This is an optimization exercise on Yosys and OpenROAD, whose aim is a short achievable clock period, few clock cycles and low power, not a production implementation. No functional check of the RTL was part of this run. Power is estimated from default activity; no workload was simulated.

`flow/config.mk`:
```
export PLATFORM = sky130hd
export DESIGN_NAME = armCore
export DESIGN_NICKNAME = armCore
export VERILOG_FILES = /design/flow/design.v
export SDC_FILE = /design/flow/constraint.sdc
export NUM_CORES = 4
export LEC_CHECK = 0
export ABC_CLOCK_PERIOD_IN_PS = 2500
export CAP_MARGIN = 20
export CORE_MARGIN = 2
export CORE_UTILIZATION = 40
export CTS_BUF_LIST = sky130_fd_sc_hd__clkbuf_16
export CTS_CLUSTER_DIAMETER = 60
export CTS_CLUSTER_SIZE = 30
export SETUP_SLACK_MARGIN = 4.0
export SLEW_MARGIN = 20
export SYNTH_HIERARCHICAL = 1
export SYNTH_MINIMUM_KEEP_SIZE = 0
```
`flow/constraint.sdc`:
```
create_clock -name core_clock -period 7.5 [get_ports {clk}]
set_input_delay 1.5000 -clock core_clock [delete_from_list [all_inputs] [get_ports {clk}]]
set_output_delay 1.5000 -clock core_clock [all_outputs]
set_load 0.01 [all_outputs]
```
`flow/design.v`:
```
`default_nettype none
package armPkg;
    localparam int wordWidth = 32;
    localparam int regAddrWidth = 4;
    typedef logic [wordWidth-1:0] word_t;        
    typedef logic [regAddrWidth-1:0] regAddr_t;
    typedef logic [3:0] flags_t;                 
    typedef logic [3:0] cond_t;
    typedef logic [2:0] aluOp_t;
    typedef logic [1:0] immSrc_t;
    typedef enum logic [3:0] {
        FETCH,
        DECODE,
        MEMADR,
        MEMRD,
        MEMWB,
        MEMWR,
        EXECUTER,
        EXECUTEI,
        ALUWB,
        BRANCH
    } ctrlState_t;
    localparam regAddr_t pcReg = 4'd15;
    localparam word_t pcStep = 32'd4;
    localparam logic [1:0] opDataProc = 2'b00;
    localparam logic [1:0] opMemory = 2'b01;
    localparam logic [1:0] opBranch = 2'b10;
    localparam logic [3:0] cmdAnd = 4'b0000;
    localparam logic [3:0] cmdEor = 4'b0001;
    localparam logic [3:0] cmdSub = 4'b0010;
    localparam logic [3:0] cmdAdd = 4'b0100;
    localparam logic [3:0] cmdOrr = 4'b1100;
    localparam aluOp_t aluAdd = 3'd0;
    localparam aluOp_t aluSub = 3'd1;
    localparam aluOp_t aluAnd = 3'd2;
    localparam aluOp_t aluOrr = 3'd3;
    localparam aluOp_t aluEor = 3'd4;
    localparam immSrc_t immDp8 = 2'b00;      
    localparam immSrc_t immMem12 = 2'b01;    
    localparam immSrc_t immBranch = 2'b10;   
endpackage
`default_nettype wire
`timescale 1ns/1ps
`default_nettype none
module armCore (
    input logic clk,
    input logic reset,
    output logic [31:0] adr,
    output logic [31:0] writeData,
    input logic [31:0] readData,
    output logic memWrite
);
    logic [10:2] pc;         
    logic [31:0] ir;
    logic [31:0] opA, opB;
    logic exDp;              
    logic exMem;             
    logic exStore;           
    logic exBr;              
    logic exSeq;             
    logic flagN, flagZ, flagC, flagV;
    logic [31:0] regs [0:14];
    function automatic logic condTest(input logic [3:0] c, input logic n, input logic z,
                                      input logic cf, input logic v);
        case (c)
            4'b0000: condTest = z;
            4'b0001: condTest = ~z;
            4'b0010: condTest = cf;
            4'b0011: condTest = ~cf;
            4'b0100: condTest = n;
            4'b0101: condTest = ~n;
            4'b0110: condTest = v;
            4'b0111: condTest = ~v;
            4'b1000: condTest = cf & ~z;
            4'b1001: condTest = ~cf | z;
            4'b1010: condTest = (n == v);
            4'b1011: condTest = (n != v);
            4'b1100: condTest = ~z & (n == v);
            4'b1101: condTest = z | (n != v);
            4'b1110: condTest = 1'b1;
            default: condTest = 1'b0;
        endcase
    endfunction
    logic [3:0] rd;
    logic loadBit;
    assign loadBit = ir[20];
    assign rd = ir[15:12];
    logic exAnd, exEor, exOrr, exAdd, exSub;     
    logic exFlagNZ, exFlagCV;                    
    logic [31:0] aluResult;
    logic [32:0] sum;
    logic newN, newZ, newC, newV, carry31;
    logic zAdd, zSub, zEor, zAnd, zOrr;
    armAdd32 aluAdd (.a(opA), .b(opB), .cin(exSub), .s(sum), .c31(carry31));
    assign aluResult = ({32{exAnd}} & (opA & opB)) | ({32{exEor}} & (opA ^ opB))
                     | ({32{exOrr}} & (opA | opB)) | ({32{exAdd | exSub}} & sum[31:0]);
    assign zAdd = ((opA ^ opB) == {opA[30:0] | opB[30:0], 1'b0});
    assign zSub = &(opA ^ opB);
    assign zEor = ((opA ^ opB) == 32'd0);
    assign zAnd = ((opA & opB) == 32'd0);
    assign zOrr = ((opA | opB) == 32'd0);
    assign newZ = (exAnd & zAnd) | (exEor & zEor) | (exOrr & zOrr) | (exAdd & zAdd)
                | (exSub & zSub);
    assign newN = (exAdd | exSub) ? (opA[31] ^ opB[31] ^ carry31) : aluResult[31];
    assign newC = sum[32];
    assign newV = (opA[31] == opB[31]) & (carry31 != opA[31]);
    logic xN, xZ, xC, xV;    
    assign xN = exFlagNZ ? newN : flagN;
    assign xZ = exFlagNZ ? newZ : flagZ;
    assign xC = exFlagCV ? newC : flagC;
    assign xV = exFlagCV ? newV : flagV;
    logic isLoad, regWrite, pcLoad, exWrite;
    logic [31:0] wbData;
    logic [10:2] fetchAdr;
    assign isLoad = exMem & loadBit;
    assign fetchAdr = exBr ? opA[10:2] : pc;
    assign adr[31:11] = {opA[31:12], exMem & opA[11]};
    assign adr[10:2] = exSeq ? pc : opA[10:2];
    assign adr[1:0] = opA[1:0];
    assign writeData = opB;
    assign memWrite = exStore;
    assign wbData = isLoad ? readData : aluResult;
    assign regWrite = exDp | isLoad;
    assign pcLoad = regWrite & (rd == 4'd15);
    assign exWrite = exDp & (rd != 4'd15);    
    always_ff @(posedge clk) begin
        if (regWrite && rd != 4'd15)
            regs[rd] <= wbData;
    end
    logic [3:0] fRn, fRm, fRd, fRb, fCmd;
    logic fSub;
    logic [1:0] fOp;
    logic fImm, fHazard, fValid;
    logic fDp, fMem, fBr;
    logic [11:2] fR15;
    logic [31:0] fA, fBase, fRegB;
    logic [511:0] regView;    
    always_comb begin
        for (int r = 0; r < 15; r++)
            regView[32 * r +: 32] = regs[r];
        regView[511:480] = {20'd0, fR15, 2'b00};
    end
    armRead16 readA (.d(regView), .s(fRn), .q(fBase));
    armRead16 readB (.d(regView), .s(fRb), .q(fRegB));
    logic [32:0] fAdr;
    assign fOp = readData[27:26];
    assign fRn = readData[19:16];
    assign fRd = readData[15:12];
    assign fRm = readData[3:0];
    assign fCmd = readData[24:21];
    assign fSub = (fOp == 2'b00) & (fCmd == 4'b0010);
    assign fRb = (fOp == 2'b01) ? fRd : fRm;
    assign fImm = (fOp == 2'b00) & readData[25];
    assign fR15 = exBr ? {1'b0, opA[10:2]} + 10'd2 : {1'b0, pc} + 10'd2;
    assign fHazard = (fOp == 2'b01) & exWrite & (rd == fRn);
    assign fValid = ~(exMem | pcLoad | fHazard);
    logic [15:0] fCondTable;
    logic fCond;
    always_comb begin
        for (int k = 0; k < 16; k++)
            fCondTable[k] = condTest(readData[31:28], k[3], k[2], k[1], k[0]);
    end
    armPass passSel (.t(fCondTable), .n(xN), .z(xZ), .c(xC), .v(xV), .p(fCond));
    assign fDp = fValid & (fOp == 2'b00);
    assign fMem = fValid & (fOp == 2'b01);
    assign fBr = fValid & (fOp == 2'b10);
    logic nextDp, nextFlagNZ, nextFlagCV, nextMem, nextStore, nextBr, nextSeq;
    armAnd2 gDp (.a(fCond), .b(fDp), .y(nextDp));
    armAnd2 gFlagNZ (.a(fCond), .b(fDp & readData[20]), .y(nextFlagNZ));
    armAnd2 gFlagCV (.a(fCond), .b(fDp & readData[20] & ((fCmd == 4'b0100) | (fCmd == 4'b0010))),
                     .y(nextFlagCV));
    armAnd2 gMem (.a(fCond), .b(fMem), .y(nextMem));
    armAnd2 gStore (.a(fCond), .b(fMem & ~readData[20]), .y(nextStore));
    armAnd2 gBr (.a(fCond), .b(fBr), .y(nextBr));
    armNand2 gSeq (.a(fCond), .b(fMem | fBr), .y(nextSeq));
    armKs #(.N(32)) adrAdd (.a(fBase), .b({20'd0, readData[11:0]}), .cin(1'b0),
                            .s(fAdr[31:0]), .cout(), .cmsb());
    assign fAdr[32] = 1'b0;
    logic [31:0] opAOther, opANext, fRegBx, opBOther, opBNext;
    armMux32 mA (.s(exWrite && rd == fRn), .a(fBase), .b(aluResult), .y(fA));
    assign opAOther = (fOp == 2'b10) ? {21'd0, fetchAdr + 9'd2 + readData[8:0], 2'b00}   
                                     : fA;
    armMux32 mA2 (.s(fOp == 2'b01), .a(opAOther), .b(fAdr[31:0]), .y(opANext));
    armXor32 xB (.a(fRegB), .inv(fSub), .y(fRegBx));
    assign opBOther = (fImm ? {24'd0, readData[7:0]} : aluResult) ^ {32{fSub}};
    armMux32 mB (.s(~fImm & ~(exWrite && rd == fRb)), .a(opBOther), .b(fRegBx), .y(opBNext));
    always_ff @(posedge clk) begin
        ir <= readData;
        opA <= opANext;
        opB <= opBNext;
        exAnd <= (fCmd == 4'b0000);
        exEor <= (fCmd == 4'b0001);
        exOrr <= (fCmd == 4'b1100);
        exSub <= (fCmd == 4'b0010);
        exAdd <= (fCmd != 4'b0000) & (fCmd != 4'b0001) & (fCmd != 4'b1100)
               & (fCmd != 4'b0010);
    end
    always_ff @(posedge clk or posedge reset) begin
        if (reset) begin
            pc <= 9'd0;
            exDp <= 1'b0;
            exFlagNZ <= 1'b0;
            exFlagCV <= 1'b0;
            exMem <= 1'b0;
            exStore <= 1'b0;
            exBr <= 1'b0;
            exSeq <= 1'b1;
        end else begin
            if (pcLoad)
                pc <= wbData[10:2];
            else if (!exMem)
                pc <= fHazard ? fetchAdr : fetchAdr + 9'd1;
            exDp <= nextDp;
            exFlagNZ <= nextFlagNZ;
            exFlagCV <= nextFlagCV;
            exMem <= nextMem;
            exStore <= nextStore;
            exBr <= nextBr;
            exSeq <= nextSeq;
        end
    end
    always_ff @(posedge clk or posedge reset) begin
        if (reset) begin
            flagN <= 1'b0;
            flagZ <= 1'b0;
            flagC <= 1'b0;
            flagV <= 1'b0;
        end else begin
            flagN <= xN;
            flagZ <= xZ;
            flagC <= xC;
            flagV <= xV;
        end
    end
endmodule
module armRead16 (
    input logic [511:0] d,
    input logic [3:0] s,
    output logic [31:0] q
);
    assign q = d[32 * s +: 32];
endmodule
module armAdd32 (
    input logic [31:0] a,
    input logic [31:0] b,
    input logic cin,
    output logic [32:0] s,
    output logic c31           
);
    armKs #(.N(32)) add (.a(a), .b(b), .cin(cin), .s(s[31:0]), .cout(s[32]), .cmsb(c31));
endmodule
module armKs #(
    parameter int N = 32
) (
    input logic [N-1:0] a,
    input logic [N-1:0] b,
    input logic cin,
    output logic [N-1:0] s,
    output logic cout,
    output logic cmsb          
);
    localparam int L = $clog2(N);
    logic [N-1:0] p0;
    logic [N-1:0] g [0:L];
    logic [N-1:0] p [0:L];
    assign p0 = a ^ b;
    assign g[0] = (a & b) | {{(N - 1){1'b0}}, p0[0] & cin};
    assign p[0] = p0;
    for (genvar l = 0; l < L; l++) begin : level
        for (genvar i = 0; i < N; i++) begin : bit_
            if (i >= (1 << l)) begin : node
                armPg pg (.gh(g[l][i]), .ph(p[l][i]), .gl(g[l][i - (1 << l)]),
                          .pl(p[l][i - (1 << l)]), .g(g[l + 1][i]), .p(p[l + 1][i]));
            end else begin : pass
                assign g[l + 1][i] = g[l][i];
                assign p[l + 1][i] = p[l][i];
            end
        end
    end
    assign s = p0 ^ {g[L][N-2:0], cin};
    assign cout = g[L][N-1];
    assign cmsb = g[L][N-2];
endmodule
module armPass (
    input logic [15:0] t,
    input logic n,
    input logic z,
    input logic c,
    input logic v,
    output logic p
);
    assign p = t[{n, z, c, v}];
endmodule
module armAnd2 (
    input logic a,
    input logic b,
    output logic y
);
    assign y = a & b;
endmodule
module armNand2 (
    input logic a,
    input logic b,
    output logic y
);
    assign y = ~(a & b);
endmodule
module armMux32 (
    input logic s,
    input logic [31:0] a,
    input logic [31:0] b,
    output logic [31:0] y
);
    assign y = s ? b : a;
endmodule
module armXor32 (
    input logic [31:0] a,
    input logic inv,
    output logic [31:0] y
);
    assign y = a ^ {32{inv}};
endmodule
module armPg (
    input logic gh,
    input logic ph,
    input logic gl,
    input logic pl,
    output logic g,
    output logic p
);
    assign g = gh | (ph & gl);
    assign p = ph & pl;
endmodule
`default_nettype wire
```
`flow/run.sh`:
```
#!/bin/bash
# synth_recipe.tcl (not shown) runs the flow's synth.tcl, then flattens the netlist and writes it again
# the make line also repeats each setting of config.mk as NAME=value (left out here)
make -C /OpenROAD-flow-scripts/flow DESIGN_CONFIG=/design/flow/config.mk WORK_HOME=/design/flow/orfs CLKGATE_MAP_FILE= SYNTH_SCRIPT=/design/flow/synth_recipe.tcl finish
```
==> run notes <==
-- per-layer routing --
| metal | up-vias | part of all wire [%] | global-route usage [%] |
|---|---|---|---|
| li1 | 10730 | - | - |
| met1 | 13260 | 38 | 36.00 |
| met2 | 1414 | 49 | 48.42 |
| met3 | 264 | 8.3 | 4.471 |
| met4 | 6 | 4.0 | 10.23 |
| met5 | - | 0.031 | 0 |
-- worst max-delay path, cell delays in order --
cell	delay [ns]
clkbuf_16	0.21
mux4_2	0.53
a22oi_1	0.47
nand2_1	0.25
ha_4	0.30
a21o_1	0.18
a21o_1	0.19
a21o_1	0.19
a21o_1	0.18
a21o_1	0.20
xor2_1	0.15
mux2_4	0.26
-- worst min-delay path by stage --
stage                     start    end  slack, ns  depth (start not counted)
after floorplan           flagC  flagC       0.52                          1
after global placement    flagC  flagC       0.56                          1
after detailed placement  flagZ  flagZ       0.56                          2
after CTS                 flagV  flagV       0.55                          1
after global routing      flagC  flagC       0.56                          1
final                     flagC  flagC       0.55                          1
-- where the power goes --
group          switching, mW  internal [mW]  total (mW)
Clock                   1.35           1.20        2.55
Sequential             0.354           4.40        4.76
Combinational           3.74           2.47        6.21
-- repair_timing --
action | CTS | global route
hold buffers | 0 | 0
cloned | 26 | 4
pin swaps | 32 | 22
setup endpoints to repair | 102 | 65
buffers inserted | 75 | 24
resized for setup | 226 | 83
-- placed cells by master, fill, tap and decap left out, types with 65 or more instances in the layout --
master             n
mux4_2           260
edfxtp_1         480
a22oi_1          113
mux2_4            96
and2_1           207
buf_4            120
nand2_1          146
xnor2_1           67
conb_1            65
ha_1              98
inv_1             85
a21o_1           246
xor2_1           122
clkdlybuf4s50_1   75
-- stage by stage --
stage | hold slack, ns | setup slack, ns | instance area [µm²]
floorplan | 0.5180 | 3.364 | 37150
global placement | 0.5567 | 1.786 | 38860
detailed placement | 0.5598 | 1.776 | 38870
CTS | 0.5537 | 3.412 | 42350
global route | 0.5593 | 3.324 | 42990
finish | 0.5497 | 3.377 | 42990
-- flip-flops by register name, indices dropped and copies added, names as in the netlist --
name      cells
exAdd         1
exAnd         1
exBr          1
exDp          1
exEor         1
exFlagCV      1
exFlagNZ      1
exMem         1
exOrr         1
exSeq         1
exStore       1
exSub         1
flagC         1
flagN         1
flagV         1
flagZ         1
ir            5
opA          32
opB          32
pc            9
regs        480
-- layout make-up --
class | count | area [µm²] | share of cell area (%)
antenna | 2 | 5.005 | 0.01164
clock buffer | 45 | 1126 | 2.619
clock inverter | 34 | 430.4 | 1.001
inverter | 90 | 366.6 | 0.8528
multi-input combinational | 1906 | 20090 | 46.73
sequential | 574 | 16500 | 38.39
tap | 1176 | 1471 | 3.423
timing repair buffer | 270 | 2982 | 6.936
timing repair inverter | 2 | 17.52 | 0.04075
==> results.toml <==
[run_status]
status = "no timing/DRC/antenna violations"

[power]
p_leak_nw = 17.10
power.total_mw = 13.52
irDropWorstVdd_v = 0.0001512
power_density_nw_per_um2 = 314.4

[finish]
nets = 3067
drive_gt1_share_pct = 30.88
final_cells = 4099
fillers = 7774
area_growth_pct = 18.88
fin_util_pct = 47.91

[die]
coreArea_um2 = 89740
row_count = 110
pin_count = 99
die_width_um = 304.7
start_util_pct = 40.30
fp.dieH_um = 304.7
die_area_um2 = 92830

[sta]
finalHoldViolations = 0
max_slew_margin_pct = 27.32
period_share_pct = 54.97
timing.fmax_ghz = 0.2425
skew_ns = 0.04181
period_minus_slack_ns = 4.123
worst_pin_slew_ns = 1.080
slew_viol_final = 0
rsz0062_at_grt = "yes"
setup_viol_count_final = 0
fin_tns_setup_ns = 0

[drt]
ant_nets = 0
drt_iter0_markers = 3001
wirelength_um = 134000
firstDrtPassIters = 5
vias = 25670
routedWlPerCell_um = 32.69
vias_per_cell = 6.263
drc = 0

[synth]
synth_cells = 2663
syn-cell-area_um2 = 36160
syn_area_per_cell_um2 = 13.58
yosysWarnings = 12

[grt]
grt_max_degree = 45
gr-usage-all-layers_pct = 28.19
grt_first_pass_wirelength_um = 188200
antenna_found_initial = 5
grt_pass1_vias = 25910
grt_overflow = 0

[cts]
cts_tree = "built"
cts.path.max_buffers = 3
clk_pin_slew_ns = 0.08
clock_latency_ns = 0.63
h-tree-depth = 2
cts-root-buf = "clkbuf_16"
numCtsBuffers = 43
cts.sinks = 574

[setup_path]
arrival_ns = 4.62
start_kind = "input pin"
reg2reg_setup_slack_ns = 3.40
crit_end = "opA[30]"
criticalPathCategory = "input pin to flop"
critPathRequiredTime_ns = 8.00
r2r_cells = 16
cp_max_fo = 11
rr_endpoint = "opA[30]"
crit_path_end_kind = "flop"
r2r_start = "exBr"
cp-startpoint = "readData[16]"

[placed_design]
gp_congestion = 1.085
hpwl_um = 89220
port_buffers = 98
post-place-cells = 3889

[flow_run]
drv_cap = 0

[worst_hold_path]
worst_hold_path_type = "flop to flop"

## static timing again, ports no longer ideal
No port has a modelled driver above. Below, the same layout with a new extraction and two added sets of constraints. Step 1: set_driving_cell puts a clkbuf_16 on clk and a buf_2 on each other input, an assumption about the parent block. Step 2, shift: input delay + t, output delay - t, t = (earliest + latest rising clock arrival at the registers) / 2. This alone moves slack from input paths to output paths. Three values: ideal ports, drivers, drivers and shift; two values: the first two.
t, ns: 0.678
slack for setup (ns): 3.377 / 3.086 / 2.407
worst setup path after step 2: input to register
clock arrival spread, ns: 0.044 / 0.045
pins driven straight from the clock port: 1
After both steps setup and hold are still met in this run. The setup slack of this run moves by -0.291 ns with the drivers and by -0.970 ns with both steps.
